This is an optimization exercise on Yosys and OpenROAD, whose aim is small area and a short achievable clock period, not a production implementation.

Setup of run A:
// fpu_unit
module fpu_unit (
	input logic clk,
	input logic rst_n,
	input logic [16:0] instr,
	input logic [31:0] x1,    
	input logic signed [31:0] x2,     
	output logic [31:0] y,
	output logic [3:0] exc
);
Size: roughly 1500 cells after synthesis, about 50 flip-flops, about 120 I/O pins, roughly 0.0076 mm2 of cells after synthesis.
==> module fpu_result, before the edit <==
module fpu_result #(
	parameter int CUT = 3
) (
	input logic clk,
	input logic rst_n,
	input logic is_abs,
	input logic is_neg,
	input logic is_floor,
	input logic is_ftoi,
	input logic is_itof,
	input logic src_int,
	input logic cvt,
	input logic invalid,
	input logic [31:0] x1,
	input logic [31:0] x2,
	input logic [22:0] fl_frac,
	input logic fl_cin,
	input logic fl_tiny,
	input logic fl_neg_one,
	input logic [31:0] ft_d,
	input logic [4:0] ft_r,
	input logic ft_in_range,
	input logic ft_min_int,
	input logic ft_ovf,
	input logic ft_nan,
	output logic [31:0] it_u,
	input logic [4:0] it_lz,
	input logic [7:0] it_e,
	output logic [31:0] y,
	output logic [3:0] exc
);
	logic fl_small;
	logic sgn;
	logic [31:0] xr;             
	logic sel_ftd;
	logic [31:0] sh_d;
	logic sh_x;                  
	logic sh_s;                  
	logic [4:0] sh_r;
	logic cls_x;
	logic cls_ft;
	logic cls_it;
	logic [3:0] exc_d;
	assign fl_small = is_floor & fl_tiny;
	assign sgn = is_neg ? ~x1[31] : (x1[31] & ~is_abs);
	assign xr = ({32{is_abs | is_neg | (is_floor & ~fl_tiny)}} & {sgn, x1[30:23], fl_frac})
		| {(fl_small & x1[31]) | (is_ftoi & ft_min_int), 1'b0, {7{fl_small & fl_neg_one}}, 23'd0};
	assign sel_ftd = cvt & ft_in_range;
	always_comb begin
		for (int i = 0; i < 32; i++) begin
			sh_d[i] = src_int ? x2[31 - i] : (sel_ftd ? ft_d[i] : xr[i]);
		end
	end
	assign sh_x = src_int ? x2[31] : (sel_ftd & x1[31]);
	assign sh_s = src_int ? x2[31] : x1[31];
	assign sh_r = src_int ? it_lz : (sel_ftd ? ft_r : 5'd0);
	logic [31:0] sh [6];
	assign sh[0] = sh_d ^ {32{sh_x}};
	always_comb begin
		for (int i = 0; i < 32; i++) begin
			it_u[i] = sh[0][31 - i];
		end
	end
	assign cls_x = rst_n & (is_abs | is_neg | is_floor | (is_ftoi & ~ft_in_range));
	assign cls_ft = rst_n & is_ftoi & ft_in_range;
	assign cls_it = rst_n & is_itof;
	assign exc_d = {rst_n & invalid, 1'b0, rst_n & is_ftoi & ft_nan, rst_n & is_ftoi & ft_ovf};
	logic [31:0] sh_q;
	logic [4:0] r_q;
	logic s_q;
	logic cls_x_q;
	logic cls_ft_q;
	logic cls_it_q;
	logic [7:0] e_q;
	logic fl_cin_q;
	for (genvar k = 0; k < 5; k++) begin : g_step
		localparam int W = 16 >> k;
		if (k < CUT) begin : g_in
			assign sh[k+1] = sh_r[4-k] ? {{W{sh_s}}, sh[k][31:W]} : sh[k];
		end else if (k == CUT) begin : g_cut
			assign sh[k+1] = r_q[4-k] ? {{W{s_q}}, sh_q[31:W]} : sh_q;
		end else begin : g_out
			assign sh[k+1] = r_q[4-k] ? {{W{s_q}}, sh[k][31:W]} : sh[k];
		end
	end
	always_ff @(posedge clk) begin
		sh_q <= sh[CUT];
		r_q <= sh_r;
		s_q <= sh_s;
		cls_x_q <= cls_x;
		cls_ft_q <= cls_ft;
		cls_it_q <= cls_it;
		e_q <= it_e;
		fl_cin_q <= fl_cin & is_floor & ~fl_tiny;
		exc <= exc_d;
	end
	logic [31:0] o;
	logic [31:0] n;              
	logic it_cin;
	logic [31:0] a;
	logic cin;
	assign o = sh[5];
	always_comb begin
		for (int i = 0; i < 32; i++) begin
			n[i] = o[31 - i];
		end
	end
	assign it_cin = s_q ? (n[7] | (n[8] & (&n[6:0])))
		: (n[7] & (n[8] | (|n[6:0])));
	assign a = ({32{cls_x_q}} & o)
		| ({32{cls_ft_q}} & {s_q, o[31:1]})
		| ({32{cls_it_q}} & {s_q, e_q, n[30:8]});
	assign cin = (cls_x_q & fl_cin_q) | (cls_ft_q & o[0]) | (cls_it_q & it_cin);
	logic [7:0] grp;             
	logic [7:0] gpre;            
	logic [7:0] gc;              
	logic [31:0] c;              
	always_comb begin
		for (int j = 0; j < 8; j++) begin
			grp[j] = &a[4*j +: 4];
		end
		gpre[0] = 1'b1;
		gpre[1] = grp[0];
		gpre[2] = grp[0] & grp[1];
		gpre[3] = gpre[2] & grp[2];
		gpre[4] = gpre[2] & grp[2] & grp[3];
		gpre[5] = gpre[4] & grp[4];
		gpre[6] = gpre[4] & grp[4] & grp[5];
		gpre[7] = gpre[6] & grp[6];
		for (int j = 0; j < 8; j++) begin
			gc[j] = cin & gpre[j];
			c[4*j] = gc[j];
			c[4*j+1] = gc[j] & a[4*j];
			c[4*j+2] = gc[j] & a[4*j] & a[4*j+1];
			c[4*j+3] = gc[j] & a[4*j] & a[4*j+1] & a[4*j+2];
		end
	end
	assign y = a ^ c;
endmodule
export LEC_CHECK = 0
export ABC_AREA = 1
export CAP_MARGIN = 20
export CORE_MARGIN = 2
export CORE_UTILIZATION = 60
export SETUP_SLACK_MARGIN = 3.3
export SLEW_MARGIN = 20
create_clock -name core_clock -period 8.0 [get_ports {clk}]
standard.sh (not shown) runs the stock make flow with config.mk's settings and CLKGATE_MAP_FILE= SYNTH_SCRIPT=/design/flow/synth_recipe.tcl, a recipe that flattens the netlist after the stock synthesis.
==> flow/flow/run.sh <==
#!/bin/bash
# standard layout, with plain buffers on the ports instead of delay buffers
set -euo pipefail
export BUFFER_PORTS_ARGS="-buffer_cell sky130_fd_sc_hd__buf_1"
bash standard.sh finish > standard.log 2>&1
Run A never completed; the flow aborted with a tool error in global routing.
Changes in run B relative to run A:
--- a/flow/design.v
+++ b/flow/design.v
@@ -155,13 +155,13 @@
 	assign lz = z4[1] ? {1'b1, c4[0]} : {1'b0, c4[1]};
 	assign lead = ~lz;
 	assign e = z ? {1'b0, {6{s}}, 1'b0} : (8'd127 + {3'd0, lead});
 endmodule
 `timescale 1ns/1ns
 module fpu_result #(
-	parameter int CUT = 3
+	parameter int CUT = 4
 ) (
 	input logic clk,
 	input logic rst_n,
 	input logic is_abs,
 	input logic is_neg,
 	input logic is_floor,
==> run summary <==
FAIL run B @ global routing: tool exited with error
Taking run A as the reference, in run B synthesized area per cell moved up; number of register bits inferred by synthesis fell by 2.0%; post-detailed-placement cell area down 3.5%.
Relative to run A, net count after synthesis has decreased by 5.4% in run B.
Detailed-placement wirelength estimate sits lower in run B than in run A.
No functional check of the RTL was part of any run of this note.
